What follows belongs to an exercise in optimizing a design on an open flow for small area, a short achievable clock period and few clock cycles; a production flow would make more cautious choices. In this exercise RTL edits were held to simulation tests only and were not proved equivalent to the original.

==> design.v <==
`default_nettype none
package rv32_pkg;
  localparam int unsigned RegCount = 32;
  typedef enum logic [2:0] {
    ST_DONE    = 3'd0,
    ST_READ    = 3'd1,
    ST_WRITE   = 3'd2,
    ST_ECALL   = 3'd3,
    ST_ILLEGAL = 3'd4,
    ST_FAULT   = 3'd5,
    ST_STRAY   = 3'd6
  } status_e;
  typedef enum logic [2:0] {
    PK_LB  = 3'd0,
    PK_LH  = 3'd1,
    PK_LW  = 3'd2,
    PK_LBU = 3'd3,
    PK_LHU = 3'd4,
    PK_ST  = 3'd5
  } pkind_e;
  localparam logic [0:0] CMD_EXEC = 1'b0;
  localparam logic [6:0] OP_LUI    = 7'h37;
  localparam logic [6:0] OP_AUIPC  = 7'h17;
  localparam logic [6:0] OP_JAL    = 7'h6f;
  localparam logic [6:0] OP_JALR   = 7'h67;
  localparam logic [6:0] OP_BRANCH = 7'h63;
  localparam logic [6:0] OP_LOAD   = 7'h03;
  localparam logic [6:0] OP_STORE  = 7'h23;
  localparam logic [6:0] OP_IMM    = 7'h13;
  localparam logic [6:0] OP_REG    = 7'h33;
  localparam logic [6:0] OP_SYSTEM = 7'h73;
  localparam logic [31:0] INSN_ECALL = 32'h0000_0073;
  typedef enum logic [3:0] {
    AOP_ADD, AOP_SUB, AOP_SLL, AOP_SLT, AOP_SLTU, AOP_XOR,
    AOP_SRL, AOP_SRA, AOP_OR, AOP_AND, AOP_PASSB, AOP_MUL
  } aop_e;
  typedef enum logic [2:0] {
    BR_NONE, BR_EQ, BR_NE, BR_LT, BR_GE, BR_LTU, BR_GEU, BR_ALWAYS
  } br_e;
  typedef struct packed {
    logic [4:0]  rs1;
    logic [4:0]  rs2;
    logic [4:0]  rd;
    logic        wr_en;
    logic        b_imm;       
    logic        a_pc;        
    logic [31:0] imm;
    aop_e        aop;
    logic [2:0]  mfunc;       
    logic        is_div;
    br_e         br;
    logic        jalr;        
    logic        link;        
    logic        load;
    logic        store;
    pkind_e      lkind;
    logic [2:0]  size;
    status_e     st;
    logic        comp;
  } dec_t;
  typedef enum logic [2:0] {
    S_IDLE, S_EXEC, S_MUL, S_DIV, S_DIVFIX, S_OUT
  } state_e;
  typedef struct packed {
    logic take_in;
    logic exec;
    logic mul_go;
    logic div_start;
    logic div_step;
    logic finish;
  } cmd_t;
  typedef struct packed {
    logic is_resp;
    logic is_mul;
    logic is_div;
    logic div_last;
  } sts_t;
  function automatic logic [31:0] sx12(input logic [11:0] v);
    sx12 = {{20{v[11]}}, v};
  endfunction
endpackage
`default_nettype wire
`default_nettype none
import rv32_pkg::*;
module rv32_decode (
  input  logic [31:0]       insn_i,
  output rv32_pkg::dec_t    dec_o
);
  logic [6:0]  op;
  logic [2:0]  f3, cf3;
  logic [6:0]  f7;
  logic [4:0]  crd, rs2c, p1, p2;
  logic [31:0] ci, jo, bo, wo, i4, i16, ilui, lwsp, swsp;
  always_comb begin
    op = insn_i[6:0];
    f3 = insn_i[14:12];
    f7 = insn_i[31:25];
    cf3 = insn_i[15:13];
    crd = insn_i[11:7];
    rs2c = insn_i[6:2];
    p1 = {2'b01, insn_i[9:7]};
    p2 = {2'b01, insn_i[4:2]};
    ci = {{26{insn_i[12]}}, insn_i[12], insn_i[6:2]};
    jo = {{21{insn_i[12]}}, insn_i[8], insn_i[10:9], insn_i[6], insn_i[7], insn_i[2],
          insn_i[11], insn_i[5:3], 1'b0};
    bo = {{24{insn_i[12]}}, insn_i[6:5], insn_i[2], insn_i[11:10], insn_i[4:3], 1'b0};
    wo = {25'd0, insn_i[5], insn_i[12:10], insn_i[6], 2'b00};
    i4 = {22'd0, insn_i[10:7], insn_i[12:11], insn_i[5], insn_i[6], 2'b00};
    i16 = {{23{insn_i[12]}}, insn_i[4:3], insn_i[5], insn_i[2], insn_i[6], 4'd0};
    ilui = {{15{insn_i[12]}}, insn_i[6:2], 12'd0};
    lwsp = {24'd0, insn_i[3:2], insn_i[12], insn_i[6:4], 2'b00};
    swsp = {24'd0, insn_i[8:7], insn_i[12:9], 2'b00};
    dec_o = '0;
    dec_o.aop = AOP_ADD;
    dec_o.br = BR_NONE;
    dec_o.lkind = PK_LB;
    dec_o.st = ST_DONE;
    if (insn_i[1:0] == 2'b11) begin
      dec_o.rs1 = insn_i[19:15];
      dec_o.rs2 = insn_i[24:20];
      dec_o.rd = insn_i[11:7];
      dec_o.imm = {{20{insn_i[31]}}, insn_i[31:20]};
      case (op)
        OP_LUI: begin
          dec_o.wr_en = 1'b1; dec_o.b_imm = 1'b1; dec_o.aop = AOP_PASSB;
          dec_o.imm = {insn_i[31:12], 12'd0};
        end
        OP_AUIPC: begin
          dec_o.wr_en = 1'b1; dec_o.b_imm = 1'b1; dec_o.a_pc = 1'b1;
          dec_o.imm = {insn_i[31:12], 12'd0};
        end
        OP_JAL: begin
          dec_o.link = 1'b1; dec_o.br = BR_ALWAYS;
          dec_o.imm = {{12{insn_i[31]}}, insn_i[19:12], insn_i[20], insn_i[30:21], 1'b0};
        end
        OP_JALR: begin
          if (f3 != 3'd0) dec_o.st = ST_ILLEGAL;
          else begin
            dec_o.link = 1'b1; dec_o.jalr = 1'b1;
          end
        end
        OP_BRANCH: begin
          dec_o.imm = {{20{insn_i[31]}}, insn_i[7], insn_i[30:25], insn_i[11:8], 1'b0};
          case (f3)
            3'd0: dec_o.br = BR_EQ;
            3'd1: dec_o.br = BR_NE;
            3'd4: dec_o.br = BR_LT;
            3'd5: dec_o.br = BR_GE;
            3'd6: dec_o.br = BR_LTU;
            3'd7: dec_o.br = BR_GEU;
            default: dec_o.st = ST_ILLEGAL;
          endcase
        end
        OP_LOAD: begin
          case (f3)
            3'd0: begin dec_o.lkind = PK_LB; dec_o.size = 3'd1; end
            3'd1: begin dec_o.lkind = PK_LH; dec_o.size = 3'd2; end
            3'd2: begin dec_o.lkind = PK_LW; dec_o.size = 3'd4; end
            3'd4: begin dec_o.lkind = PK_LBU; dec_o.size = 3'd1; end
            3'd5: begin dec_o.lkind = PK_LHU; dec_o.size = 3'd2; end
            default: dec_o.st = ST_ILLEGAL;
          endcase
          dec_o.load = (dec_o.st == ST_DONE);
          dec_o.b_imm = 1'b1;
        end
        OP_STORE: begin
          dec_o.imm = {{20{insn_i[31]}}, insn_i[31:25], insn_i[11:7]};
          dec_o.b_imm = 1'b1;
          case (f3)
            3'd0: dec_o.size = 3'd1;
            3'd1: dec_o.size = 3'd2;
            3'd2: dec_o.size = 3'd4;
            default: dec_o.st = ST_ILLEGAL;
          endcase
          dec_o.store = (dec_o.st == ST_DONE);
        end
        OP_IMM: begin
          dec_o.b_imm = 1'b1;
          if ((f3 == 3'd1 && f7 != 7'd0) ||
              (f3 == 3'd5 && f7 != 7'd0 && f7 != 7'h20)) dec_o.st = ST_ILLEGAL;
          else begin
            dec_o.wr_en = 1'b1;
            case (f3)
              3'd0: dec_o.aop = AOP_ADD;
              3'd1: dec_o.aop = AOP_SLL;
              3'd2: dec_o.aop = AOP_SLT;
              3'd3: dec_o.aop = AOP_SLTU;
              3'd4: dec_o.aop = AOP_XOR;
              3'd5: dec_o.aop = f7[5] ? AOP_SRA : AOP_SRL;
              3'd6: dec_o.aop = AOP_OR;
              default: dec_o.aop = AOP_AND;
            endcase
          end
        end
        OP_REG: begin
          dec_o.mfunc = f3;
          if (f7 == 7'h01) begin
            dec_o.wr_en = 1'b1;
            dec_o.aop = AOP_MUL;
            dec_o.is_div = f3[2];
          end else if (f7 == 7'd0 || (f7 == 7'h20 && (f3 == 3'd0 || f3 == 3'd5))) begin
            dec_o.wr_en = 1'b1;
            case (f3)
              3'd0: dec_o.aop = f7[5] ? AOP_SUB : AOP_ADD;
              3'd1: dec_o.aop = AOP_SLL;
              3'd2: dec_o.aop = AOP_SLT;
              3'd3: dec_o.aop = AOP_SLTU;
              3'd4: dec_o.aop = AOP_XOR;
              3'd5: dec_o.aop = f7[5] ? AOP_SRA : AOP_SRL;
              3'd6: dec_o.aop = AOP_OR;
              default: dec_o.aop = AOP_AND;
            endcase
          end else dec_o.st = ST_ILLEGAL;
        end
        OP_SYSTEM: dec_o.st = (insn_i == INSN_ECALL) ? ST_ECALL : ST_ILLEGAL;
        default: dec_o.st = ST_ILLEGAL;
      endcase
    end else begin
      dec_o.comp = 1'b1;
      case (insn_i[1:0])
        2'b00: begin
          case (cf3)
            3'd0: begin
              dec_o.rs1 = 5'd2; dec_o.rd = p2; dec_o.imm = i4; dec_o.b_imm = 1'b1;
              if (i4 == 32'd0) dec_o.st = ST_ILLEGAL; else dec_o.wr_en = 1'b1;
            end
            3'd2: begin
              dec_o.rs1 = p1; dec_o.rd = p2; dec_o.imm = wo; dec_o.b_imm = 1'b1;
              dec_o.load = 1'b1; dec_o.lkind = PK_LW; dec_o.size = 3'd4;
            end
            3'd6: begin
              dec_o.rs1 = p1; dec_o.rs2 = p2; dec_o.imm = wo; dec_o.b_imm = 1'b1;
              dec_o.store = 1'b1; dec_o.size = 3'd4;
            end
            default: dec_o.st = ST_ILLEGAL;
          endcase
        end
        2'b01: begin
          case (cf3)
            3'd0: begin
              dec_o.rs1 = crd; dec_o.rd = crd; dec_o.imm = ci; dec_o.b_imm = 1'b1;
              dec_o.wr_en = 1'b1;
            end
            3'd1: begin
              dec_o.rd = 5'd1; dec_o.link = 1'b1; dec_o.br = BR_ALWAYS; dec_o.imm = jo;
            end
            3'd2: begin
              dec_o.rd = crd; dec_o.imm = ci; dec_o.b_imm = 1'b1; dec_o.aop = AOP_PASSB;
              dec_o.wr_en = 1'b1;
            end
            3'd3: begin
              if (crd == 5'd2) begin
                dec_o.rs1 = 5'd2; dec_o.rd = 5'd2; dec_o.imm = i16; dec_o.b_imm = 1'b1;
                if (i16 == 32'd0) dec_o.st = ST_ILLEGAL; else dec_o.wr_en = 1'b1;
              end else begin
                dec_o.rd = crd; dec_o.imm = ilui; dec_o.b_imm = 1'b1;
                dec_o.aop = AOP_PASSB;
                if (ilui == 32'd0) dec_o.st = ST_ILLEGAL; else dec_o.wr_en = 1'b1;
              end
            end
            3'd4: begin
              dec_o.rs1 = p1; dec_o.rd = p1; dec_o.rs2 = p2;
              case (insn_i[11:10])
                2'd0, 2'd1: begin
                  dec_o.imm = {27'd0, rs2c}; dec_o.b_imm = 1'b1;
                  dec_o.aop = insn_i[10] ? AOP_SRA : AOP_SRL;
                  if (insn_i[12]) dec_o.st = ST_ILLEGAL; else dec_o.wr_en = 1'b1;
                end
                2'd2: begin
                  dec_o.imm = ci; dec_o.b_imm = 1'b1; dec_o.aop = AOP_AND;
                  dec_o.wr_en = 1'b1;
                end
                default: begin
                  case (insn_i[6:5])
                    2'd0: dec_o.aop = AOP_SUB;
                    2'd1: dec_o.aop = AOP_XOR;
                    2'd2: dec_o.aop = AOP_OR;
                    default: dec_o.aop = AOP_AND;
                  endcase
                  if (insn_i[12]) dec_o.st = ST_ILLEGAL; else dec_o.wr_en = 1'b1;
                end
              endcase
            end
            3'd5: begin dec_o.br = BR_ALWAYS; dec_o.imm = jo; end
            3'd6: begin dec_o.rs1 = p1; dec_o.br = BR_EQ; dec_o.imm = bo; end
            default: begin dec_o.rs1 = p1; dec_o.br = BR_NE; dec_o.imm = bo; end
          endcase
        end
        default: begin
          case (cf3)
            3'd0: begin
              dec_o.rs1 = crd; dec_o.rd = crd; dec_o.imm = {27'd0, rs2c};
              dec_o.b_imm = 1'b1; dec_o.aop = AOP_SLL;
              if (crd == 5'd0 || insn_i[12]) dec_o.st = ST_ILLEGAL;
              else dec_o.wr_en = 1'b1;
            end
            3'd2: begin
              dec_o.rs1 = 5'd2; dec_o.rd = crd; dec_o.imm = lwsp; dec_o.b_imm = 1'b1;
              dec_o.lkind = PK_LW; dec_o.size = 3'd4;
              if (crd == 5'd0) dec_o.st = ST_ILLEGAL; else dec_o.load = 1'b1;
            end
            3'd4: begin
              dec_o.rs1 = crd; dec_o.rs2 = rs2c;
              if (rs2c != 5'd0) begin
                dec_o.rd = crd; dec_o.wr_en = 1'b1;
                if (!insn_i[12]) begin
                  dec_o.rs1 = 5'd0;   
                end
              end else if (crd == 5'd0) dec_o.st = ST_ILLEGAL;
              else begin
                dec_o.jalr = 1'b1;
                if (insn_i[12]) begin
                  dec_o.link = 1'b1; dec_o.rd = 5'd1;
                end
              end
            end
            3'd6: begin
              dec_o.rs1 = 5'd2; dec_o.rs2 = rs2c; dec_o.imm = swsp; dec_o.b_imm = 1'b1;
              dec_o.store = 1'b1; dec_o.size = 3'd4;
            end
            default: dec_o.st = ST_ILLEGAL;
          endcase
        end
      endcase
    end
  end
endmodule
`default_nettype wire
`default_nettype none
import rv32_pkg::*;
module rv32_datapath (
  input  logic        clk_i,
  input  logic        rst_ni,
  input  logic        i_valid_i,
  input  logic        i_cmd_i,
  input  logic [31:0] i_data_i,
  input  logic        i_ok_i,
  input  logic [4:0]  i_rs1_i,
  input  logic [4:0]  i_rs2_i,
  output logic        i_adv_o,
  output logic        out_valid_o,
  input  logic        out_ready_i,
  output logic [2:0]  status_o,
  output logic [31:0] access_address_o,
  output logic [2:0]  access_size_o,
  output logic [31:0] write_data_o,
  output logic [31:0] next_pc_o
);
  logic [31:0] rf_q [1:31];
  logic [31:0] rfv_q;
  logic        ex_we;           
  logic [4:0]  ex_wa;
  logic [31:0] ex_wd;
  logic        go;              
  rv32_pkg::dec_t dec;
  rv32_decode u_dec (.insn_i(i_data_i), .dec_o(dec));
  logic [31:0] sel1, sel2;
  logic [31:0] r1, r2, v1, v2, w1, w2;
  logic        e1, e2;
  always_comb begin
    for (int r = 0; r < 32; r++) begin
      sel1[r] = (i_rs1_i == 5'(r)) && rfv_q[r];
      sel2[r] = (i_rs2_i == 5'(r)) && rfv_q[r];
    end
    r1 = '0;
    r2 = '0;
    for (int r = 1; r < 32; r++) begin
      r1 = r1 | ({32{sel1[r]}} & rf_q[r]);
      r2 = r2 | ({32{sel2[r]}} & rf_q[r]);
    end
    e1 = ex_we && ex_wa == i_rs1_i;
    e2 = ex_we && ex_wa == i_rs2_i;
    w1 = (md_wr && mrd_q == i_rs1_i) ? md_res : r1;
    w2 = (md_wr && mrd_q == i_rs2_i) ? md_res : r2;
    v1 = e1 ? ex_wd : w1;
    v2 = e2 ? ex_wd : w2;
  end
  logic        vd_q;
  logic        d_resp, d_ok;
  logic [31:0] d_a, d_b, d_x;
  logic [4:0]  d_rd;
  logic        d_wr;            
  logic        d_md, d_div;     
  logic [2:0]  d_mf;
  logic        d_sub;
  logic [3:0]  d_aop;
  logic [2:0]  d_br;
  logic        d_jalr, d_link, d_apc, d_comp;
  logic        d_mem, d_store, d_load;
  rv32_pkg::pkind_e d_lkind;
  logic [2:0]  d_size;
  logic [2:0]  d_st;
  logic        bsel, xst;
  logic [31:0] bw, xw, sw, se;
  always_comb begin
    bsel = dec.b_imm || dec.jalr;
    xst = !i_cmd_i && dec.store;
    case (dec.size)
      3'd1:    begin sw = {24'd0, w2[7:0]};  se = {24'd0, ex_wd[7:0]};  end
      3'd2:    begin sw = {16'd0, w2[15:0]}; se = {16'd0, ex_wd[15:0]}; end
      default: begin sw = w2;                se = ex_wd;                end
    endcase
    bw = bsel ? dec.imm : w2;
    xw = i_cmd_i ? i_data_i : (dec.store ? sw : dec.imm);
  end
  logic d_en, hold, md_pend, d_mdp;
  function automatic logic hits(input logic [4:0] r, input rv32_pkg::dec_t d);
    hits = r != 5'd0 &&
           ((i_rs1_i == r && !(d.aop == AOP_PASSB || d.a_pc || d.br == BR_ALWAYS)) ||
            (i_rs2_i == r && ((!d.b_imm && !d.jalr) || d.store)) ||
            (d.rd == r && (d.wr_en || d.link || d.load)));
  endfunction
  always_comb begin
    md_pend = ms_q != M_IDLE && !(ms_q == M_FIN && (md_wr || mrd_q == 5'd0));
    d_mdp = vd_q && d_md;
    hold = !i_cmd_i && (((md_pend || d_mdp) && dec.wr_en && dec.aop == AOP_MUL) ||
                        (md_pend && hits(mrd_q, dec)) || (d_mdp && hits(d_rd, dec)));
  end
  assign d_en = !vd_q || go;
  assign i_adv_o = d_en && !hold;
  always_ff @(posedge clk_i or negedge rst_ni) begin
    if (!rst_ni) vd_q <= 1'b0;
    else if (d_en) vd_q <= i_valid_i && !hold;
  end
  always_ff @(posedge clk_i) begin
    if (d_en) begin
      d_resp  <= i_cmd_i;
      d_ok    <= i_ok_i;
      d_a     <= v1;
      d_b     <= (e2 && !bsel) ? ex_wd : bw;
      d_x     <= (e2 && xst) ? se : xw;
      d_rd    <= dec.rd;
      d_wr    <= !i_cmd_i && (dec.link || (dec.wr_en && dec.aop != AOP_MUL)) && dec.rd != 5'd0;
      d_md    <= !i_cmd_i && dec.wr_en && dec.aop == AOP_MUL;
      d_div   <= dec.is_div;
      d_mf    <= dec.mfunc;
      d_sub   <= dec.aop == AOP_SUB || dec.aop == AOP_SLT || dec.aop == AOP_SLTU ||
                 (dec.br != BR_NONE && dec.br != BR_ALWAYS);
      d_aop   <= dec.aop;
      d_br    <= dec.br;
      d_jalr  <= dec.jalr;
      d_link  <= dec.link;
      d_apc   <= dec.a_pc;
      d_comp  <= dec.comp;
      d_mem   <= dec.st == ST_DONE && (dec.load || dec.store);
      d_store <= dec.store;
      d_load  <= dec.load;
      d_lkind <= dec.lkind;
      d_size  <= dec.size;
      d_st    <= dec.st != ST_DONE ? dec.st : dec.load ? ST_READ : dec.store ? ST_WRITE : ST_DONE;
    end
  end
  logic [31:0] pc_q;
  logic        pend_q;
  logic [4:0]  pdest_q;
  rv32_pkg::pkind_e pkind_q;
  logic [32:0] addr_sum;
  logic [31:0] sum;
  logic        ltu, lt, eq;
  assign addr_sum = {1'b0, d_a} + {1'b0, d_b ^ {32{d_sub}}} + {32'd0, d_sub};
  assign sum = addr_sum[31:0];
  assign ltu = !addr_sum[32];
  assign lt = (d_a[31] != d_b[31]) ? d_a[31] : sum[31];
  assign eq = d_a == d_b;
  logic        shl;
  logic [31:0] sh_in, sh_r, sh_out;
  logic [32:0] sh_ext;
  always_comb begin
    shl = d_aop == AOP_SLL;
    for (int i = 0; i < 32; i++) sh_in[i] = shl ? d_a[31 - i] : d_a[i];
    sh_ext = {d_aop == AOP_SRA && d_a[31], sh_in};
    sh_r = 32'($signed(sh_ext) >>> d_b[4:0]);
    for (int i = 0; i < 32; i++) sh_out[i] = shl ? sh_r[31 - i] : sh_r[i];
  end
  logic [31:0] alu_r;
  always_comb begin
    case (d_aop)
      AOP_SLL, AOP_SRL, AOP_SRA: alu_r = sh_out;
      AOP_SLT:   alu_r = {31'd0, lt};
      AOP_SLTU:  alu_r = {31'd0, ltu};
      AOP_XOR:   alu_r = d_a ^ d_b;
      AOP_OR:    alu_r = d_a | d_b;
      AOP_AND:   alu_r = d_a & d_b;
      AOP_PASSB: alu_r = d_b;
      default:   alu_r = sum;
    endcase
  end
  logic [31:0] tgt, pc_inc, pc_nx;
  logic        take;
  assign tgt = pc_q + d_x;
  assign pc_inc = pc_q + (d_comp ? 32'd2 : 32'd4);
  always_comb begin
    case (d_br)
      BR_EQ:     take = eq;
      BR_NE:     take = !eq;
      BR_LT:     take = lt;
      BR_GE:     take = !lt;
      BR_LTU:    take = ltu;
      BR_GEU:    take = !ltu;
      BR_ALWAYS: take = 1'b1;
      default:   take = 1'b0;
    endcase
    if (d_resp) pc_nx = pc_q;
    else if (d_jalr) pc_nx = {sum[31:1], 1'b0};
    else if (take) pc_nx = tgt;
    else pc_nx = pc_inc;
  end
  logic [31:0] ldv;
  always_comb begin
    case (pkind_q)
      PK_LB:   ldv = {{24{d_x[7]}}, d_x[7:0]};
      PK_LH:   ldv = {{16{d_x[15]}}, d_x[15:0]};
      PK_LBU:  ldv = {24'd0, d_x[7:0]};
      PK_LHU:  ldv = {16'd0, d_x[15:0]};
      default: ldv = d_x;
    endcase
  end
    localparam logic [2:0] M_IDLE = 3'd0, M_MUL = 3'd1, M_NORM = 3'd2, M_DIV = 3'd3,
                         M_FIN = 3'd4, M_NEG = 3'd5, M_CLZ = 3'd6;
  logic [2:0]  ms_q;
  logic [4:0]  mc_q;           
  logic [32:0] p_hi;
  logic [31:0] p_lo;
  logic [32:0] dv_q;           
  logic        qneg_q, rneg_q, bz_q, mdiv_q;
  logic [2:0]  mmf_q;
  logic [4:0]  mrd_q;
  logic [31:0] md_res;
  logic        md_wr, md_start;
  logic [33:0] mc_c;           
  logic        mci_q;          
  logic        msa_q, msb_q;   
  logic [41:0] ops [13];
  logic [41:0] l1 [8];
  logic [41:0] l2 [6];
  logic [41:0] l3 [4];
  logic [41:0] l4s, l4c, l5s, l5c;
  logic [8:0]  mlow;
  logic        mlast;
  logic [32:0] mres;
  function automatic logic [83:0] csa(input logic [41:0] x, input logic [41:0] y,
                                      input logic [41:0] z);
    csa = {x ^ y ^ z, ((x & y) | (x & z) | (y & z)) << 1};
  endfunction
  always_comb begin
    mlast = mc_q == 5'd3;
    for (int j = 0; j < 8; j++) ops[j] = p_lo[j] ? (42'(dv_q[31:0]) << j) : '0;
    ops[8] = {8'd0, p_hi};
    ops[9] = {8'd0, mc_c};
    ops[10] = msa_q ? {2'd0, ~p_lo[7:0], 32'd0} : '0;
    ops[11] = (mlast && msb_q) ? {2'd0, ~dv_q[31:0], 8'd0} : '0;
    ops[12] = mlast ? 42'({msa_q && msb_q, msa_q ^ msb_q}) << 8 : '0;
    for (int k = 0; k < 4; k++) {l1[2*k], l1[2*k+1]} = csa(ops[3*k], ops[3*k+1], ops[3*k+2]);
    for (int k = 0; k < 2; k++) {l2[2*k], l2[2*k+1]} = csa(l1[3*k], l1[3*k+1], l1[3*k+2]);
    {l2[4], l2[5]} = csa(l1[6], l1[7], ops[12]);
    {l3[0], l3[1]} = csa(l2[0], l2[1], l2[2]);
    {l3[2], l3[3]} = csa(l2[3], l2[4], l2[5]);
    {l4s, l4c} = csa(l3[0], l3[1], l3[2]);
    {l5s, l5c} = csa(l4s, l4c, l3[3]);
    mlow = {1'b0, l5s[7:0]} + {1'b0, l5c[7:0]} + {8'd0, mci_q};
    mres = 33'(p_hi) + 33'(mc_c) + {32'd0, mci_q};
  end
  logic [5:0]  lzr, lzd;
  logic signed [6:0] kdiff;
  logic [32:0] dtrial;
  logic [31:0] asmear;
  logic        dlt;
  logic [31:0] amag, bmag;
  always_comb begin
    lzr = 6'd32;
    for (int i = 0; i < 32; i++) if (p_hi[i]) lzr = 6'(31 - i);
    lzd = 6'd32;
    for (int i = 0; i < 32; i++) if (dv_q[i]) lzd = 6'(31 - i);
    kdiff = $signed({1'b0, lzd}) - $signed({1'b0, lzr});
    dtrial = {1'b0, p_hi[31:0]} - {1'b0, dv_q[31:0]};
    for (int i = 0; i < 32; i++) asmear[i] = |(p_hi[31:0] >> i);
    dlt = |(dv_q[31:0] & ~asmear);
    amag = (!mmf_q[0] && p_hi[31]) ? -p_hi[31:0] : p_hi[31:0];
    bmag = (!mmf_q[0] && dv_q[31]) ? -dv_q[31:0] : dv_q[31:0];
  end
  logic [2:0] md_first;
  assign md_first = !dec.is_div ? M_MUL :
                    (!dec.mfunc[0] && (v1[31] || v2[31])) ? M_NEG : M_CLZ;
  assign md_start = d_en && i_valid_i && !hold && !i_cmd_i && dec.wr_en && dec.aop == AOP_MUL;
  always_ff @(posedge clk_i or negedge rst_ni) begin
    if (!rst_ni) begin
      ms_q <= M_IDLE;
    end else begin
      case (ms_q)
        M_IDLE:  if (md_start) ms_q <= md_first;
        M_NEG:   ms_q <= M_CLZ;
        M_CLZ:   ms_q <= (dv_q[31:0] == 32'd0 || dlt) ? M_FIN : M_NORM;
        M_MUL:   if (mlast) ms_q <= M_FIN;
        M_NORM:  ms_q <= M_DIV;
        M_DIV:   if (mc_q == 5'd0) ms_q <= M_FIN;
        M_FIN:   if (md_start) ms_q <= md_first;
                 else if (md_wr || mrd_q == 5'd0) ms_q <= M_IDLE;
        default: ms_q <= M_IDLE;
      endcase
    end
  end
  always_ff @(posedge clk_i) begin
    if (md_start) begin
      mc_q <= '0;
      mc_c <= '0;
      mci_q <= 1'b0;
      msa_q <= (dec.mfunc == 3'd1 || dec.mfunc == 3'd2) && v1[31];
      msb_q <= dec.mfunc == 3'd1 && v2[31];
      mdiv_q <= dec.is_div;
      mmf_q <= dec.mfunc;
      mrd_q <= dec.rd;
      p_hi <= {1'b0, dec.is_div ? v1 : 32'd0};
      p_lo <= dec.is_div ? 32'd0 : v2;
      dv_q <= {1'b0, dec.is_div ? v2 : v1};
      qneg_q <= !dec.mfunc[0] && (v1[31] ^ v2[31]);
      rneg_q <= !dec.mfunc[0] && v1[31];
    end else case (ms_q)
      M_NEG: begin
        p_hi <= {1'b0, amag};
        dv_q <= {1'b0, bmag};
      end
      M_MUL: begin
        mc_q <= mc_q + 5'd1;
        p_hi <= l5s[40:8];
        mc_c <= l5c[41:8];
        mci_q <= mlow[8];
        p_lo <= {mlow[7:0], p_lo[31:8]};
      end
      M_CLZ: begin
        mc_q <= kdiff[4:0];
        bz_q <= dv_q[31:0] == 32'd0;
      end
      M_NORM: dv_q <= {1'b0, dv_q[31:0] << mc_q};
      M_DIV: begin
        mc_q <= mc_q - 5'd1;
        if (!dtrial[32]) p_hi <= {1'b0, dtrial[31:0]};
        p_lo <= {p_lo[30:0], !dtrial[32]};
        dv_q <= {2'b0, dv_q[31:1]};
      end
      default: ;
    endcase
  end
  always_comb begin
    if (!mdiv_q) md_res = (mmf_q == 3'd0) ? p_lo : mres[31:0];
    else if (mmf_q[1]) md_res = rneg_q ? -p_hi[31:0] : p_hi[31:0];
    else if (bz_q) md_res = 32'hffff_ffff;
    else md_res = qneg_q ? -p_lo : p_lo;
  end
  logic vo_q;
  logic resp_wr;
  assign resp_wr = pend_q && d_ok && pkind_q != PK_ST && pdest_q != 5'd0;
  assign go = vd_q && (!vo_q || out_ready_i);
  assign md_wr = ms_q == M_FIN && mrd_q != 5'd0 && !ex_we;
  always_comb begin
    if (d_resp) begin
      ex_we = resp_wr;
      ex_wa = pdest_q;
      ex_wd = ldv;
    end else begin
      ex_we = d_wr;
      ex_wa = d_rd;
      if (d_link) ex_wd = pc_inc;
      else if (d_apc) ex_wd = tgt;
      else ex_wd = alu_r;
    end
    ex_we = ex_we && vd_q;
  end
  logic [31:0] rf_wd;
  assign rf_wd = md_wr ? md_res : ex_wd;
  always_ff @(posedge clk_i) begin
    for (int r = 1; r < 32; r++)
      if ((go && ex_we && ex_wa == 5'(r)) || (md_wr && mrd_q == 5'(r))) rf_q[r] <= rf_wd;
  end
  always_ff @(posedge clk_i or negedge rst_ni) begin
    if (!rst_ni) begin
      rfv_q <= '0;
      pc_q <= '0;
      pend_q <= 1'b0;
      pdest_q <= '0;
      pkind_q <= PK_LB;
      vo_q <= 1'b0;
    end else begin
      for (int r = 1; r < 32; r++)
        if ((go && ex_we && ex_wa == 5'(r)) || (md_wr && mrd_q == 5'(r))) rfv_q[r] <= 1'b1;
      if (go) begin
        pc_q <= pc_nx;
        if (d_resp) pend_q <= 1'b0;
        else begin
          pend_q <= d_mem;
          pdest_q <= d_load ? d_rd : 5'd0;
          pkind_q <= d_load ? d_lkind : PK_ST;
        end
      end
      if (go) vo_q <= 1'b1;
      else if (out_ready_i) vo_q <= 1'b0;
    end
  end
  logic [2:0]  o_st, o_sz;
  logic [31:0] o_ad, o_wd, o_pc;
  always_ff @(posedge clk_i) begin
    if (go) begin
      if (d_resp) begin
        o_st <= !pend_q ? ST_STRAY : (!d_ok ? ST_FAULT : ST_DONE);
        o_ad <= '0; o_sz <= '0; o_wd <= '0;
      end else begin
        o_st <= d_st;
        o_ad <= d_mem ? sum : 32'd0;
        o_sz <= d_mem ? d_size : 3'd0;
        o_wd <= (d_mem && d_store) ? d_x : 32'd0;
      end
      o_pc <= pc_nx;
    end
  end
  assign out_valid_o = vo_q;
  assign status_o = o_st;
  assign access_address_o = o_ad;
  assign access_size_o = o_sz;
  assign write_data_o = o_wd;
  assign next_pc_o = o_pc;
endmodule
`default_nettype wire
`default_nettype none
import rv32_pkg::*;
module rv32_ctrl (
  input  logic        clk_i,
  input  logic        rst_ni,
  input  logic        in_valid_i,
  output logic        in_ready_o,
  input  logic        cmd_i,
  input  logic [31:0] instruction_i,
  input  logic [31:0] read_data_i,
  input  logic        access_ok_i,
  output logic        i_valid_o,
  output logic        i_cmd_o,
  output logic [31:0] i_data_o,
  output logic        i_ok_o,
  output logic [4:0]  i_rs1_o,     
  output logic [4:0]  i_rs2_o,
  input  logic        i_adv_i      
);
  logic        vi_q, vs_q;
  logic        ic_q, sc_q, io_q, so_q;
  logic [31:0] id_q, sd_q;
  logic        accept, take;
  logic [31:0] nd, hd;
  logic [4:0]  r1_q, r2_q;
  rv32_pkg::dec_t hdec;
  assign hd = vs_q ? sd_q : nd;
  rv32_decode u_pdec (.insn_i(hd), .dec_o(hdec));
  assign in_ready_o = !vs_q;
  assign accept = in_valid_i && !vs_q;
  assign nd = cmd_i ? read_data_i : instruction_i;
  assign take = !vi_q || i_adv_i;
  always_ff @(posedge clk_i or negedge rst_ni) begin
    if (!rst_ni) begin
      vi_q <= 1'b0;
      vs_q <= 1'b0;
    end else begin
      if (take) begin
        vi_q <= vs_q || accept;
        vs_q <= 1'b0;
      end else if (accept) begin
        vs_q <= 1'b1;
      end
    end
  end
  always_ff @(posedge clk_i) begin
    if (take) begin
      r1_q <= hdec.rs1;
      r2_q <= hdec.rs2;
      if (vs_q) begin
        ic_q <= sc_q; id_q <= sd_q; io_q <= so_q;
      end else begin
        ic_q <= cmd_i; id_q <= nd; io_q <= access_ok_i;
      end
    end
    if (!vs_q) begin
      sc_q <= cmd_i; sd_q <= nd; so_q <= access_ok_i;
    end
  end
  assign i_valid_o = vi_q;
  assign i_cmd_o = ic_q;
  assign i_data_o = id_q;
  assign i_ok_o = io_q;
  assign i_rs1_o = r1_q;
  assign i_rs2_o = r2_q;
endmodule
`default_nettype wire
`default_nettype none
import rv32_pkg::*;
module rv32imc_instruction_execute (
  input  logic        clk_i,
  input  logic        rst_ni,
  input  logic        in_valid_i,
  output logic        in_ready_o,
  input  logic        cmd_i,
  input  logic [31:0] instruction_i,
  input  logic [31:0] read_data_i,
  input  logic        access_ok_i,
  output logic        out_valid_o,
  input  logic        out_ready_i,
  output logic [2:0]  status_o,
  output logic [31:0] access_address_o,
  output logic [2:0]  access_size_o,
  output logic [31:0] write_data_o,
  output logic [31:0] next_pc_o
);
  logic        i_valid, i_cmd, i_ok, i_adv;
  logic [31:0] i_data;
  logic [4:0]  i_rs1, i_rs2;
  rv32_ctrl u_ctrl (
    .clk_i, .rst_ni, .in_valid_i, .in_ready_o, .cmd_i, .instruction_i,
    .read_data_i, .access_ok_i, .i_valid_o(i_valid), .i_cmd_o(i_cmd),
    .i_data_o(i_data), .i_ok_o(i_ok), .i_rs1_o(i_rs1), .i_rs2_o(i_rs2),
    .i_adv_i(i_adv)
  );
  rv32_datapath u_dp (
    .clk_i, .rst_ni, .i_valid_i(i_valid), .i_cmd_i(i_cmd), .i_data_i(i_data),
    .i_ok_i(i_ok), .i_rs1_i(i_rs1), .i_rs2_i(i_rs2), .i_adv_o(i_adv), .out_valid_o, .out_ready_i, .status_o,
    .access_address_o, .access_size_o, .write_data_o, .next_pc_o
  );
endmodule
`default_nettype wire
==> flow/run.sh <==
#!/bin/bash
set -euo pipefail
bash standard.sh SETUP_SLACK_MARGIN=8.5 finish > std_flow.log 2>&1
==> standard.sh <==
#!/bin/bash
# synth_recipe.tcl (not shown) runs the flow's synth.tcl, then flattens the netlist and writes it again
# the make line also repeats each setting of config.mk as NAME=value (left out here)
make -C /OpenROAD-flow-scripts/flow DESIGN_CONFIG=/design/flow/config.mk WORK_HOME=/design/flow/orfs CLKGATE_MAP_FILE= SYNTH_SCRIPT=/design/flow/synth_recipe.tcl "${@:-finish}"
==> config.mk <==
export PLATFORM = sky130hd
export DESIGN_NAME = rv32imc_instruction_execute
export DESIGN_NICKNAME = rv32imc_instruction_execute
export VERILOG_FILES = /design/flow/design.v
export SDC_FILE = /design/flow/constraint.sdc
export NUM_CORES = 4
export LEC_CHECK = 0
export ABC_AREA = 1
export CAP_MARGIN = 20
export CORE_MARGIN = 2
export CORE_UTILIZATION = 40
export PLACE_DENSITY = 0.55
export SLEW_MARGIN = 20
export TNS_END_PERCENT = 100
==> constraint.sdc <==
create_clock -name core_clock -period 13.0 [get_ports {clk_i}]
set_input_delay 2.6000 -clock core_clock [delete_from_list [all_inputs] [get_ports {clk_i}]]
set_output_delay 2.6000 -clock core_clock [all_outputs]
set_load 0.01 [all_outputs]
==> results of run 1 <==
[kinds of logic (layout without fill, tap and decap cells)]
| logic type | count (synthesis) | after routing | share of synthesized area, % |
|---|---|---|---|
| simple gates | 4547 | 4552 | 18.9 |
| compound gates | 2629 | 2634 | 16.3 |
| buf+inv | 2226 | 2771 | 8.47 |
| flops | 1531 | 1531 | 44.7 |
| fa+ha+maj | 605 | 605 | 9.74 |
| xor+xnor | 180 | 180 | 1.57 |
| mux | 30 | 30 | 0.300 |
| other cells | 0 | 7 | 0 |
[synth_stat cells (all sizes together), types with 94 or more instances]
library cell,count,area [um2]
buf,112,557
or2,94,588
edfxtp,1377,41300
inv,1667,6260
ha,313,3920
o22ai,217,1360
a221oi,238,2080
o211ai,207,1550
nor3,100,537
a21oi,498,2500
o21ai,1012,5060
nand3,616,3100
xor2,151,1320
nand2,2770,10400
clkbuf,411,1540
fa,292,5850
nand4,132,826
nor2,736,2850
[stage by stage]
step	setup slack (ns)	area, um2	instances
floorplan	7.22	101000	11700
global placement	6.66	107000	15100
detailed placement	6.68	107000	15100
CTS	8.28	116000	15500
global route	8.01	119000	15600
finish	8.24	119000	15600
[worst max path at each step]
stage                           startpoint                        end  slack (ns)  cells past startpoint
floorplan                      out_ready_i    u_dp.dv_q[10]$_DFFE_PP_        7.22                     11
global placement     u_dp.d_resp$_DFFE_PP_    u_dp.dv_q[25]$_DFFE_PP_        6.66                     17
detailed placement   u_dp.d_resp$_DFFE_PP_    u_dp.p_hi[17]$_DFFE_PP_        6.68                     17
CTS                   u_dp.d_sub$_DFFE_PP_   u_dp.ms_q[0]$_DFFE_PN0P_        8.28                     29
global route        u_dp.p_hi[1]$_DFFE_PP_  u_dp.mc_q[4]$_SDFFE_PP0P_        8.01                     42
finish              u_dp.p_lo[1]$_DFFE_PP_    u_dp.p_lo[31]$_DFFE_PP_        8.24                     20
[cell type report]
cell class              count  share of cell area [%]
diodes                      7                  0.0147
clock buffers             220                    3.87
clock inverters           101                    1.06
inverters                1703                    5.49
multi-input cells        8001                    42.1
flip-flops and latches   1531                    37.7
well taps                3330                    3.50
repair buffers            746                    6.21
repair inverters            1                 0.00631
[worst max-delay path, cell delays in order, from the launching register on]
cell	delay, ns
edfxtp_1	0.48
buf_12	0.19
nand2_1	0.05
inv_1	0.04
fa_1	0.47
fa_1	0.53
fa_1	0.58
fa_1	0.45
ha_4	0.30
ha_4	0.19
inv_1	0.11
o21bai_1	0.09
nand2_1	0.06
inv_1	0.07
o21ai_1	0.12
nand2_1	0.07
or2_4	0.24
nand3_4	0.10
o21ai_4	0.12
nand2_1	0.10
o21ai_1	0.08
[placed cells by master, fill, tap and decap left out, types with 168 or more instances in the layout]
master | Yosys | routed
o21ai_0 | 974 | 802
clkdlybuf4s50_1 | 0 | 168
fa_1 | 292 | 269
a21oi_1 | 497 | 467
ha_1 | 313 | 298
nand2_1 | 2759 | 2645
o22ai_1 | 217 | 203
o211ai_1 | 207 | 207
nor2_1 | 719 | 681
edfxtp_1 | 1377 | 1377
a221oi_1 | 238 | 229
clkbuf_16 | 0 | 183
buf_4 | 5 | 435
inv_1 | 1647 | 1581
nand3_1 | 613 | 570
[per-layer routing]
| metal | vias up | GRT usage [%] |
|---|---|---|
| li1 | 41300 | - |
| met1 | 48200 | 53.9 |
| met2 | 7081 | 60.6 |
| met3 | 1738 | 10.3 |
| met4 | 42 | 22.9 |
| met5 | - | 0 |
[repair_timing]
action                      CTS  global route
setup buffers               131            89
pin swaps                    58           139
gates cloned                 24            11
setup endpoints to repair  2502          1354
resized for setup           424           449
==> flow_summary_export.csv, run 1 <==
group,metric,value,unit
global_route,gr-total-overflow,0,
synth,syn_nets,12400,
route,first_iter_violations,15500,
cells_and_area,multi_input_area,50100,um2
worst_setup_path,critPathArrivalTime,5.35,ns
floorplanning,die_w,505,um
route,wl_met2,228000,um
worst_setup_path,worst_ep_required_time,13.59,ns
synth,synth-seq-cells,1531,
worst_setup_path,rrSetupSlack,8.24,ns
cells_and_area,largest-register,"u_dp.rf_q",
global_route,antenna_found_initial,34,
worst_setup_path,r2r_end,"u_dp.p_lo[31]$_DFFE_PP_",
timing,setup_viol,0,
clock_tree,cts_tree,"done",
cells_and_area,register_area,44800,um2
route,num_vias,98400,
timing,timing.slew.headroom,15.3,%
hold_path,hp-class,"reg2reg",
clock_tree,clk-insertion-delay-late,0.90,ns
route,viasPerCell,6.29,
worst_setup_path,crit_fanout,6,
synth,synth-async-reset-ratio,5.16,%
timing,rsz0062_at_grt,"yes",
floorplanning,start_util,40.3,%
hold_path,hp-start,"u_ctrl.io_q$_DFFE_PN_",
clock_tree,hold_buffers,0,
global_route,grt_pass1_vias,91100,
cells_and_area,drive_above_1_share,12.8,%
cells_and_area,postLayoutCoreUtil,47.8,%
synth,netlist_area,100000,um2
timing,hold_violations,0,
floorplanning,die-area,255000,um2
timing,fin_tns_setup,0,ns
clock_tree,htree_levels,4,
global_route,track_usage,40.7,%
synth,synth_flop_cell,"edfxtp_1",
job,maxCapViolations,0,
worst_setup_path,cp-start-kind,"register",
clock_tree,cts_sinks,1531,
worst_setup_path,reg2reg_depth,20,
clock_tree,cts-root-buf,"clkbuf_16",
synth,synthDistinctLibCells,74,
synth,syn_inst,11700,
worst_setup_path,critical_path_class,"reg2reg",
synth,seq_area_frac_synth,44.7,%
global_route,grt_max_degree,85,
placed_design,finalWeightedCongestion,1.04,
worst_setup_path,reg2reg_from,"u_dp.p_lo[1]$_DFFE_PP_",
worst_setup_path,endpoint_kind,"register",
placed_design,dp_hpwl,389000,um
timing,hold_ws,0.427,ns
route,dr.max_layer_used,"met5",
route,drtAntennaViolNets,0,
clock_tree,clockBufferDepth,3,
synth,synth_edf_count,1377,
timing,period_minus_slack,4.76,ns
route,dr.pass1.iters,7,
route,met1_length,208000,um
floorplanning,io_pins,174,
global_route,grt_pass1_wl,733000,um
hold_path,min_path_cells,0,
timing,max_freq,210,MHz
hold_path,hold_end,"u_dp.d_ok$_DFFE_PP_",
route,wirelength,540000,um
timing,post-route-period-util,36.6,%
route,met3WireLength,65000,um
synth,ys_warn_count,8,
floorplanning,core,249000,um2
timing,worstMarginPinSlew,1.27,ns
cells_and_area,largest_reg_flops,992,
synth,syn_area_per_cell,8.53,um2
cells_and_area,fill_cells,24000,
route,detail_route.wl_per_cell,34.5,um
cells_and_area,largestRegisters,"u_dp.rf_q (992), u_dp.mc_c (34), u_dp.p_hi (33)",
cells_and_area,syn_to_final_growth,18.6,%
placed_design,port_buffers,173,
timing,clock_skew,0.129,ns
clock_tree,clk_pin_slew,0.06,ns
route,drc_errors,0,
cells_and_area,finalNetCount,12800,
floorplanning,rows,183,
floorplanning,die_h,505,um
clock_tree,cts_inserted_buffers,175,
run_status,status,"complete, no violations",
timing,drv_slew,0,
Testbench counts, summed over its fixed seeds: cycles 27,686.
==> run 2: changes to the inputs <==
--- a/config.mk
+++ b/config.mk
@@ -10,4 +10,4 @@
 export CORE_MARGIN = 2
-export CORE_UTILIZATION = 40
-export PLACE_DENSITY = 0.55
+export CORE_UTILIZATION = 35
+export PLACE_DENSITY = 0.5
 export SLEW_MARGIN = 20
==> run 2 against run 1 <==
  * Still clean on timing, DRC and antenna
  * Clock skew fell by 0.042 ns
  * Worst hold slack improved by 0.0061 ns
  * Critical endpoint is now u_dp.dv_q[27]$_DFFE_PP_
==> flow_summary_export.csv, run 2 <==
group,metric,value,unit
cells_and_area,largest-register,"u_dp.rf_q",
synth,synth-async-reset-ratio,5.16,%
synth,synthDistinctLibCells,74,
timing,setup_viol,0,
timing,period_minus_slack,4.72,ns
floorplanning,io_pins,174,
floorplanning,die_h,539,um
synth,netlist_area,100000,um2
clock_tree,htree_levels,4,
synth,yosysTopAreaCellShare,41.2,%
placed_design,finalWeightedCongestion,1.03,
job,maxCapViolations,0,
route,wirelength,562000,um
timing,post-route-period-util,36.3,%
cells_and_area,syn_to_final_growth,19.3,%
floorplanning,die_w,539,um
cells_and_area,finalNetCount,12900,
cells_and_area,instances_no_fill,16100,
worst_setup_path,cp-start-kind,"register",
cells_and_area,drive_above_1_share,13.3,%
timing,drv_slew,0,
floorplanning,die-area,291000,um2
synth,yosysTopAreaCell,"edfxtp_1",
synth,synth_common_cells,"nand2_1 (2759), inv_1 (1647), edfxtp_1 (1377)",
hold_path,hold_end,"u_dp.d_ok$_DFFE_PP_",
global_route,grt_pass1_vias,91400,
clock_tree,cts_tree,"done",
global_route,gr-total-overflow,0,
timing,timing.slew.headroom,15.1,%
cells_and_area,largest_reg_flops,992,
worst_setup_path,startpoint,"u_ctrl.r1_q[4]$_DFFE_PN_",
cells_and_area,layout_commonest_cell,"nand2_1",
clock_tree,clk_pin_slew,0.06,ns
run_status,status,"complete, no violations",
timing,fin_tns_setup,0,ns
route,first_iter_violations,14200,
timing,max_freq,212,MHz
timing,clock_skew,0.0867,ns
worst_setup_path,critPathArrivalTime,5.35,ns
worst_setup_path,r2r_end,"u_dp.dv_q[27]$_DFFE_PP_",
hold_path,min_path_cells,0,
worst_setup_path,crit_fanout,18,
hold_path,hp-class,"reg2reg",
clock_tree,clk-insertion-delay-late,0.91,ns
cells_and_area,final_cell_mix,"nand2_1 (2641), inv_1 (1554), edfxtp_1 (1377)",
synth,synth_edf_count,1377,
synth,seq_area_frac_synth,44.7,%
clock_tree,cts_inserted_buffers,182,
cells_and_area,fill_cells,28400,
floorplanning,rows,196,
route,detail_route.wl_per_cell,34.8,um
placed_design,dp_hpwl,408000,um
placed_design,port_buffers,173,
synth,syn_nets,12400,
worst_setup_path,critical_path_class,"reg2reg",
global_route,track_usage,37.2,%
clock_tree,clockBufferDepth,4,
route,dr.pass1.iters,7,
timing,hold_violations,0,
cells_and_area,postLayoutCoreUtil,42.0,%
worst_setup_path,reg2reg_from,"u_ctrl.r1_q[4]$_DFFE_PN_",
clock_tree,cts_sinks,1531,
timing,rsz0062_at_grt,"yes",
worst_setup_path,reg2reg_depth,17,
worst_setup_path,worst_ep_required_time,13.62,ns
hold_path,hp-start,"u_ctrl.io_q$_DFFE_PN_",
global_route,antenna_found_initial,42,
timing,worstMarginPinSlew,1.27,ns
global_route,grt_pass1_wl,760000,um
synth,synth_flop_cell,"edfxtp_1",
global_route,grt_max_degree,76,
synth,syn_inst,11700,
cells_and_area,multi_input_area,50100,um2
worst_setup_path,rrSetupSlack,8.28,ns
cells_and_area,largestRegisters,"u_dp.rf_q (992), u_dp.mc_c (34), u_dp.p_hi (33)",
route,viasPerCell,6.09,
synth,ys_warn_count,8,
floorplanning,start_util,35.2,%
route,drc_errors,0,
synth,synth_most_common_cell,"nand2_1",
synth,synthTopCellsByArea,"edfxtp_1 (41%), nand2_1 (10%), inv_1 (6.2%)",
route,num_vias,98200,
synth,syn_area_per_cell,8.53,um2
cells_and_area,register_area,44800,um2
route,drtAntennaViolNets,0,
worst_setup_path,endpoint_kind,"register",
clock_tree,cts-root-buf,"clkbuf_16",
synth,synth-seq-cells,1531,
floorplanning,core,285000,um2
placed_design,dp.cells,15500,
==> run 2: cell counts after synthesis <==
Identical to the previous run, type by type.
==> run 2: worst max-delay path, stage by stage (launching register included) <==
cell and delay [ns]:
edfxtp_1 0.34, buf_6 0.21, clkinvlp_4 0.25, buf_4 0.21, nand3_1 0.08, buf_4 0.39
inv_1 0.19, buf_4 0.31, nand2_1 0.10, o21ai_0 0.09, a211oi_1 0.33, o2111ai_1 0.39
nor4_2 0.53, nand2_1 0.13, nand3_1 0.19, nand2_1 0.36, nand2_1 0.16, nand3_1 0.09
==> run 2: cell type report <==
class                      instances  share of cell area [%]
inverter                        1703                    5.50
clock inverter                   102                   0.761
antenna                           16                  0.0335
sequential                      1531                    37.5
multi-input combinational       8002                    41.9
timing repair buffer             791                    6.41
tap                             3762                    3.94
clock buffer                     226                    3.98
==> run 2: kinds of logic (layout without fill, tap and decap cells) <==
family / Yosys count / in the layout / share of synthesized area (%)
compound gates: 2629 / 2632 / 16.3
xor+xnor: 180 / 180 / 1.57
fa+ha+maj: 605 / 605 / 9.74
buf+inv: 2226 / 2822 / 8.47
flops: 1531 / 1531 / 44.7
mux: 30 / 30 / 0.300
other cells: 0 / 16 / 0
simple gates: 4547 / 4555 / 18.9
==> run 2: what timing repair did <==
item	in CTS	in global routing
resized for setup	452	469
gates cloned	17	5
hold buffers	0	0
pin swaps	84	161
setup endpoints to repair	2493	1231
buffers inserted	175	85
==> run 2: metrics by stage <==
stage	area [um2]	hold WS, ns	setup WS (ns)
2_1_floorplan	101000	0.400	7.22
3_3_place_gp	108000	0.427	6.61
3_5_place_dp	108000	0.434	6.82
4_1_cts	117000	0.444	8.34
5_1_grt	120000	0.445	8.14
6_report	120000	0.434	8.28
==> run 2: per-layer routing <==
metal  share of wire, %  GRT usage, %  up-vias
met5              0.041             0        -
met4                6.7          20.8       34
met3                 10          7.86     1485
met2                 43          56.8     6398
met1                 39          49.0    48800
li1                   -             -    41500
==> run 2: how the worst max path moves through the flow <==
stage | slack, ns | end
floorplan | 7.22 | u_dp.dv_q[10]$_DFFE_PP_
global placement | 6.61 | u_dp.dv_q[0]$_DFFE_PP_
detailed placement | 6.82 | u_dp.rf_q[16][25]$_DFFE_PP_
CTS | 8.34 | u_dp.p_lo[31]$_DFFE_PP_
global route | 8.14 | u_dp.p_lo[31]$_DFFE_PP_
finish | 8.28 | u_dp.dv_q[27]$_DFFE_PP_
==> run 3: changes to the inputs <==
==> flow/run.sh (replaced) <==
#!/bin/bash
set -euo pipefail
bash standard.sh SETUP_SLACK_MARGIN=8.25 finish > std_flow.log 2>&1
--- a/config.mk
+++ b/config.mk
@@ -10,4 +10,4 @@
 export CORE_MARGIN = 2
-export CORE_UTILIZATION = 35
-export PLACE_DENSITY = 0.5
+export CORE_UTILIZATION = 40
+export PLACE_DENSITY = 0.55
 export SLEW_MARGIN = 20
==> run 3 against run 2 <==
  * Wire length down 2.7%
  * Still clean
  * Critical path type unchanged
  * Maximum frequency fell by 4.6%
  * Largest cell class unchanged
==> flow_summary_export.csv, run 3 <==
group,metric,value,unit
run_status,status,"complete, no violations",
global_route,grt_use_met1,53.8,%
floorplanning,die_h,505,um
timing,timing.slew.headroom,13.3,%
timing,setup_ws,8.05,ns
placed_design,dp_hpwl,402000,um
floorplanning,rows,183,
synth,synthDistinctLibCells,74,
cells_and_area,largest_reg_flops,992,
route,first_iter_violations,15500,
floorplanning,start_util,40.3,%
hold_path,hp-class,"reg2reg",
clock_tree,cts_inserted_buffers,172,
global_route,grt_pass1_wl,739000,um
clock_tree,hold_buffers,0,
cells_and_area,drive_above_1_share,10.4,%
cells_and_area,largestRegisters,"u_dp.rf_q (992), u_dp.mc_c (34), u_dp.p_hi (33)",
worst_setup_path,worst_ep_required_time,13.56,ns
timing,rsz0062_at_grt,"yes",
floorplanning,core,249000,um2
clock_tree,clockBufferDepth,3,
synth,synthSimpleGateAreaFrac,18.9,%
worst_setup_path,cp_common_cell,"nand2_1",
synth,seq_area_frac_synth,44.7,%
cells_and_area,multi_input_area,48900,um2
route,dr.pass1.iters,7,
timing,hold_ws,0.425,ns
timing,setup_viol,0,
cells_and_area,final_cell_mix,"nand2_1 (2709), inv_1 (1618), edfxtp_1 (1377)",
worst_setup_path,crit_chain,"nor2_1 > nand2_1 > nor3_1 > nand2_1 > xor2_1 > o21ai_0 > o21ai_0 > nand2_1 > nand2_1 > inv_1 > o211ai_1 > nand2_1 > nand2_1 > nand3_1",
route,drc_errors,0,
worst_setup_path,critPathArrivalTime,5.51,ns
placed_design,place_ws,6.60,ns
worst_setup_path,crit_fanout,6,
floorplanning,die_w,505,um
floorplanning,die-area,255000,um2
route,wirelength,547000,um
synth,syn_inst,11700,
synth,yosysTopAreaCell,"edfxtp_1",
timing,max_freq,202,MHz
clock_tree,cts_tree,"done",
clock_tree,clk-insertion-delay-late,0.91,ns
synth,synth_compound_area_share,16.3,%
synth,ys_warn_count,8,
clock_tree,cts-root-buf,"clkbuf_16",
cells_and_area,finalNetCount,12800,
synth,yosysTopAreaCellShare,41.2,%
timing,clock_skew,0.103,ns
clock_tree,htree_levels,4,
cells_and_area,layout_commonest_cell,"nand2_1",
timing,fin_tns_setup,0,ns
worst_setup_path,reg2reg_depth,14,
synth,synth_edf_count,1377,
synth,synth_fa_ha_area_share,9.74,%
job,maxCapViolations,0,
floorplanning,io_pins,174,
timing,drv_slew,0,
route,detail_route.wl_per_cell,35.1,um
timing,worstMarginPinSlew,1.29,ns
synth,synth_mux_area_share,0.300,%
worst_setup_path,crit_path_top_delay_cell,"edfxtp_1",
cells_and_area,instances_no_fill,15600,
global_route,grt_pass1_vias,90800,
cells_and_area,fill_cells,24300,
global_route,grt.busiest_layer,"met2",
synth,netlist_area,100000,um2
synth,synth_common_cells,"nand2_1 (2759), inv_1 (1647), edfxtp_1 (1377)",
route,drtAntennaViolNets,0,
cells_and_area,syn_to_final_growth,16.4,%
synth,syn_area_per_cell,8.53,um2
route,viasPerCell,6.29,
timing,post-route-period-util,38.1,%
timing,hold_violations,0,
placed_design,dp.cells,15100,
clock_tree,clk_pin_slew,0.06,ns
placed_design,finalWeightedCongestion,1.06,
synth,synth_top_family_by_area,"simple AND/OR/NAND/NOR gates",
cells_and_area,register_area,44800,um2
hold_path,min_path_cells,0,
timing,period_minus_slack,4.95,ns
placed_design,port_buffers,173,
route,num_vias,98000,
global_route,track_usage,41.2,%
global_route,gr-total-overflow,0,
worst_setup_path,critical_path_class,"reg2reg",
cells_and_area,largest-register,"u_dp.rf_q",
worst_setup_path,endpoint_kind,"register",
clock_tree,cts_sinks,1531,
synth,synth_most_common_cell,"nand2_1",
worst_setup_path,cp-start-kind,"register",
global_route,use_met2,62.0,%
global_route,grt_max_degree,78,
global_route,antenna_found_initial,41,
global_route,met3_usage,9.99,%
synth,synth-async-reset-ratio,5.16,%
synth,synth_flop_cell,"edfxtp_1",
synth,syn_nets,12400,
worst_setup_path,slowest_delay,0.67,ns
synth,yosys.area_share.xor_xnor,1.57,%
synth,synth-seq-cells,1531,
synth,synthTopCellsByArea,"edfxtp_1 (41%), nand2_1 (10%), inv_1 (6.2%)",
[run 3: cell counts after synthesis]
No cell type changed its count.
[run 3: layout make-up]
cell class / instances / area share, %
clock inverters: 95 / 1.11
diodes: 22 / 0.0472
inverters: 1703 / 5.56
flip-flops and latches: 1531 / 38.4
multi-input cells: 7998 / 41.9
repair buffers: 675 / 5.44
clock buffers: 218 / 3.95
well taps: 3330 / 3.57
[run 3: worst max-delay path, delay by kind of cell, from the launching register on]
kind	cells	cell delay, ns
AO/OA/AOI/OAI	3	1.04
XOR/XNOR	1	0.32
buffers and inverters	1	0.13
flip-flops	1	0.67
AND/OR/NAND/NOR	9	2.46
[run 3: through the flow]
step                cell area, um2  util, %
floorplan                   101000        -
global placement            107000     43.1
detailed placement          107000     43.1
CTS                         115000     46.1
global route                117000     46.9
finish                      117000     46.9
[run 3: cells by family after synthesis]
family	Yosys count
simple gates	4547
xor+xnor	180
fa+ha+maj	605
buf+inv	2226
mux	30
compound gates	2629
flops	1531
[run 3: timing repair]
action                                  4_1_cts  5_1_grt
buffers inserted                             59       79
endpoints found under the hold margin         0        0
endpoints found under the setup margin     2115     1555
pin swaps                                    20       53
gates resized for setup                     229      262
cloned                                       11        8
[run 3: path summary, 6_finish.rpt]
check	startpoint	endpoint	slack, ns
hold reg to reg	u_ctrl.io_q$_DFFE_PN_	u_dp.d_ok$_DFFE_PP_	0.43
setup reg to reg	u_dp.p_hi[10]$_DFFE_PP_	u_dp.dv_q[13]$_DFFE_PP_	8.05
min in group asynchronous	rst_ni	u_dp.rfv_q[29]$_DFFE_PN0P_	1.69
max in group asynchronous	rst_ni	u_dp.ms_q[1]$_DFFE_PN0P_	10.09
setup / recovery	u_dp.p_hi[10]$_DFFE_PP_	u_dp.dv_q[13]$_DFFE_PP_	8.05
hold / removal	u_ctrl.io_q$_DFFE_PN_	u_dp.d_ok$_DFFE_PP_	0.43
[run 3: layer usage]
metal / up-vias / part of all wire (%)
met5: - / 0.036
met4: 28 / 7.3
met3: 1713 / 11
met2: 6890 / 43
met1: 48200 / 39
li1: 41200 / -

## what the ideal ports hide
The flow's constraints put no driver on any port. The routed layouts listed below were extracted and timed again, unchanged, in two steps. Step 1, drivers: a clkbuf_16 drives clk_i and a buf_2 each remaining input, both assumed. Step 2, shift: input delay + t, output delay - t, t = (earliest + latest rising clock arrival at the registers) / 2. This alone moves slack from input paths to output paths. Slacks: no drivers / after step 1 / after step 2; pairs: no drivers / after step 1.
| run | t (ns) | setup slack, ns | hold WS [ns] | clock arrival spread, ns | slew at the worst register clock pin (ns) |
|---|---|---|---|---|---|
| run 1 | 0.932 | 8.242 / 8.242 / 7.678 | 0.427 / 0.427 / 0.427 | 0.128 / 0.128 | 0.07 / 0.07 |
| run 2 | 0.971 | 8.279 / 8.279 / 7.667 | 0.434 / 0.434 / 0.434 | 0.087 / 0.087 | 0.07 / 0.07 |
| run 3 | 0.957 | 8.049 / 8.049 / 7.537 | 0.425 / 0.425 / 0.425 | 0.104 / 0.103 | 0.08 / 0.08 |
After both steps setup and hold are still met in every run listed. For run 2, which loses most, drivers alone change the setup slack by 0.000 ns; drivers and shift together by -0.612 ns.
